Background: an optimization exercise with open tools, aiming at small area. Do not read the settings as production practice.
In this exercise RTL edits were held to simulation tests only and were not proved equivalent to the original.
Power and IR drop assume default switching activity.

## build 19
==> flow/design.v (excerpt) <==
module pa_rf_scoreboard #(
    parameter int DATA_W = 32,
    parameter int ADDR_W = 5,
    parameter int NREGS  = 32
) (
    input  logic              clk,
    input  logic              rst_n,
    input  logic              issue_valid,
    output logic              issue_ready,
    input  logic [ADDR_W-1:0] issue_rs,
    input  logic [ADDR_W-1:0] issue_rt,
    input  logic [ADDR_W-1:0] issue_rd,
    input  logic              issue_wen,
    output logic              op_valid,
    output logic [DATA_W-1:0] rs_data,
    output logic [DATA_W-1:0] rt_data,
    output logic [ADDR_W-1:0] op_rd,
    input  logic              wb_valid,
    input  logic [ADDR_W-1:0] wb_rd,
    input  logic [DATA_W-1:0] wb_data,
    output logic [ADDR_W:0]   pending_cnt,
    output logic              wb_err
);
Size: roughly 2700 cells after synthesis, ~140 I/O pins, ~46000 µm² of cells after synthesis.
clock: 6.0 ns
lec_check: 0
cap_margin: 10
core_margin: 2
core_utilization: 55
cts_buf_list: sky130_fd_sc_hd__clkbuf_16
cts_cluster_diameter: 80
cts_cluster_size: 30
slew_margin: 10
synth_hierarchical: 1
synth_minimum_keep_size: 0
standard.sh (not shown) runs the stock make flow with config.mk's settings and CLKGATE_MAP_FILE= SYNTH_SCRIPT=/design/flow/synth_recipe.tcl, a recipe that flattens the netlist after the stock synthesis.
==> flow/flow/run.sh <==
#!/bin/bash
# Layout flow: the standard ORFS flow (standard.sh, synthesis unchanged)
# with two settings passed to ORFS through its environment:
#  - port buffers use buf_1 instead of the default delay buffer;
#  - CTS without dummy loads, clkbuf_16 clusters of up to 30 sinks.
# ORFS's output goes to standard.log in this folder.
set -euo pipefail
export BUFFER_PORTS_ARGS="-buffer_cell sky130_fd_sc_hd__buf_1"
export CTS_ARGS="-sink_clustering_enable -repair_clock_nets -buf_list sky130_fd_sc_hd__clkbuf_16 -sink_clustering_size 30 -sink_clustering_max_diameter 80 -dont_use_dummy_load"
bash standard.sh > standard.log 2>&1
For build 62, these inputs were changed with respect to build 19:
Settings: SLEW_MARGIN now 20, was 10; CORE_UTILIZATION now 50, was 55; CAP_MARGIN now 20, was 10.
--- a/flow/flow/run.sh
+++ b/flow/flow/run.sh
@@ -3,3 +3,3 @@
 # with two settings passed to ORFS through its environment:
-#  - port buffers use buf_1 instead of the default delay buffer;
+#  - port buffers use buf_2 instead of the default delay buffer;
 #  - CTS without dummy loads, clkbuf_16 clusters of up to 30 sinks.
@@ -7,3 +7,3 @@
 set -euo pipefail
-export BUFFER_PORTS_ARGS="-buffer_cell sky130_fd_sc_hd__buf_1"
+export BUFFER_PORTS_ARGS="-buffer_cell sky130_fd_sc_hd__buf_2"
 export CTS_ARGS="-sink_clustering_enable -repair_clock_nets -buf_list sky130_fd_sc_hd__clkbuf_16 -sink_clustering_size 30 -sink_clustering_max_diameter 80 -dont_use_dummy_load"
Notes after the runs:
Comparing build 62 and build 19, the higher tap cell instance count was measured on build 62.
Build 62: core utilization lower than build 19
Power per cell area of build 62 exceeds that of build 19 slightly.
Build 62 reports a lower highest cell delay on the worst timing path than build 19 does.
Build 62 vs build 19: non-clock buffer count down in build 62
Setup slack in build 62 is larger than in build 19.
--- input diff build 62..build 9 ---
Settings: swapping 20 for 10 in CAP_MARGIN; swapping 50 for 55 in CORE_UTILIZATION; swapping 20 for 10 in SLEW_MARGIN.
--- outcome ---
- Build 9 closes out successfully: all stages finished, all timing, DRC and antenna checks passed.
- The placer's final routability congestion estimate in build 9 sits about 0.44% below the value recorded for build 62.
- The global-route usage in build 9 sits 2.0 points above the value recorded for build 62.
- Summary of build 9 over build 62: number of detailed-route iterations in the first pass saw an increase, sum of internal, switching and leakage power moved down, clock share of power decreased by 0.2 points relative to the old numbers.
What build 49 does differently from build 9 at the input level:
Settings: a change of CAP_MARGIN from 10 to 20; a change of SLEW_MARGIN from 10 to 20.
==> flow/run.sh (new file) <==
#!/bin/bash
# synth_recipe.tcl (not shown) runs the flow's synth.tcl, then flattens the netlist and writes it again
# the make line also repeats each setting of config.mk as NAME=value (left out here)
make -C /OpenROAD-flow-scripts/flow DESIGN_CONFIG=/design/flow/config.mk WORK_HOME=/design/flow/orfs CLKGATE_MAP_FILE= SYNTH_SCRIPT=/design/flow/synth_recipe.tcl finish
removed: flow/flow/run.sh
removed: flow/standard.sh
--- outcome ---
On fraction of met2 tracks used by global routing: build 49 sits below build 9.
Re post-synthesis to final-layout area growth: build 49 is 4.8 points up on build 9.
Looking at uppermost signal routing layer after detailed routing, the met4 result is from build 49; the met5 one comes from build 9.
Number of global-route vias before repair sits higher in build 49 than in build 9.
Build 49 ends up with lower proportion of layout cells with a drive suffix above 1 than build 9 does.
Compared with build 9, in build 49 final critical-path share of the clock period went up; number of buffers other than clock buffers in the final layout shows an increase of about 70%; post-layout worst setup margin went down 0.36 ns; register-to-register slack went up 0.16 ns; number of cells on the worst reg-to-reg path fell 1.

-- afterwards: timing with drivers on the ports --
No port has a modelled driver above. Below, the same layouts with a new extraction and two added sets of constraints. Step 1 sets driving cells, clkbuf_16 on the clock port and buf_2 on the other inputs (assumed; they add their load-dependent delay and slew). Step 2 adds t to the input delays and takes it off the output delays; t is the mean of the earliest and latest rising clock arrival at the registers after step 1. Input paths then give back, and output paths get back, about the clock's delay inside the block. Three values: ideal ports, drivers, drivers and shift; two values: the first two.
| run | shift t [ns] | setup WS [ns] | hold WS [ns] | pins driven straight from the clock port |
|---|---|---|---|---|
| build 19 | 0.692 | 0.754 / 0.731 / 0.634 | 0.485 / 0.485 / 0.485 | 1 |
| build 62 | 0.718 | 0.760 / 0.729 / 0.696 | 0.476 / 0.463 / 0.476 | 1 |
| build 9 | 0.699 | 0.792 / 0.766 / 0.766 | 0.479 / 0.479 / 0.479 | 1 |
| build 49 | 0.715 | 0.429 / 0.393 / 0.233 | 0.448 / 0.418 / 0.483 | 1 |
After both steps setup and hold are still met in every run listed. For build 49, which loses most, drivers alone change the setup slack by -0.036 ns; drivers and shift together by -0.196 ns.
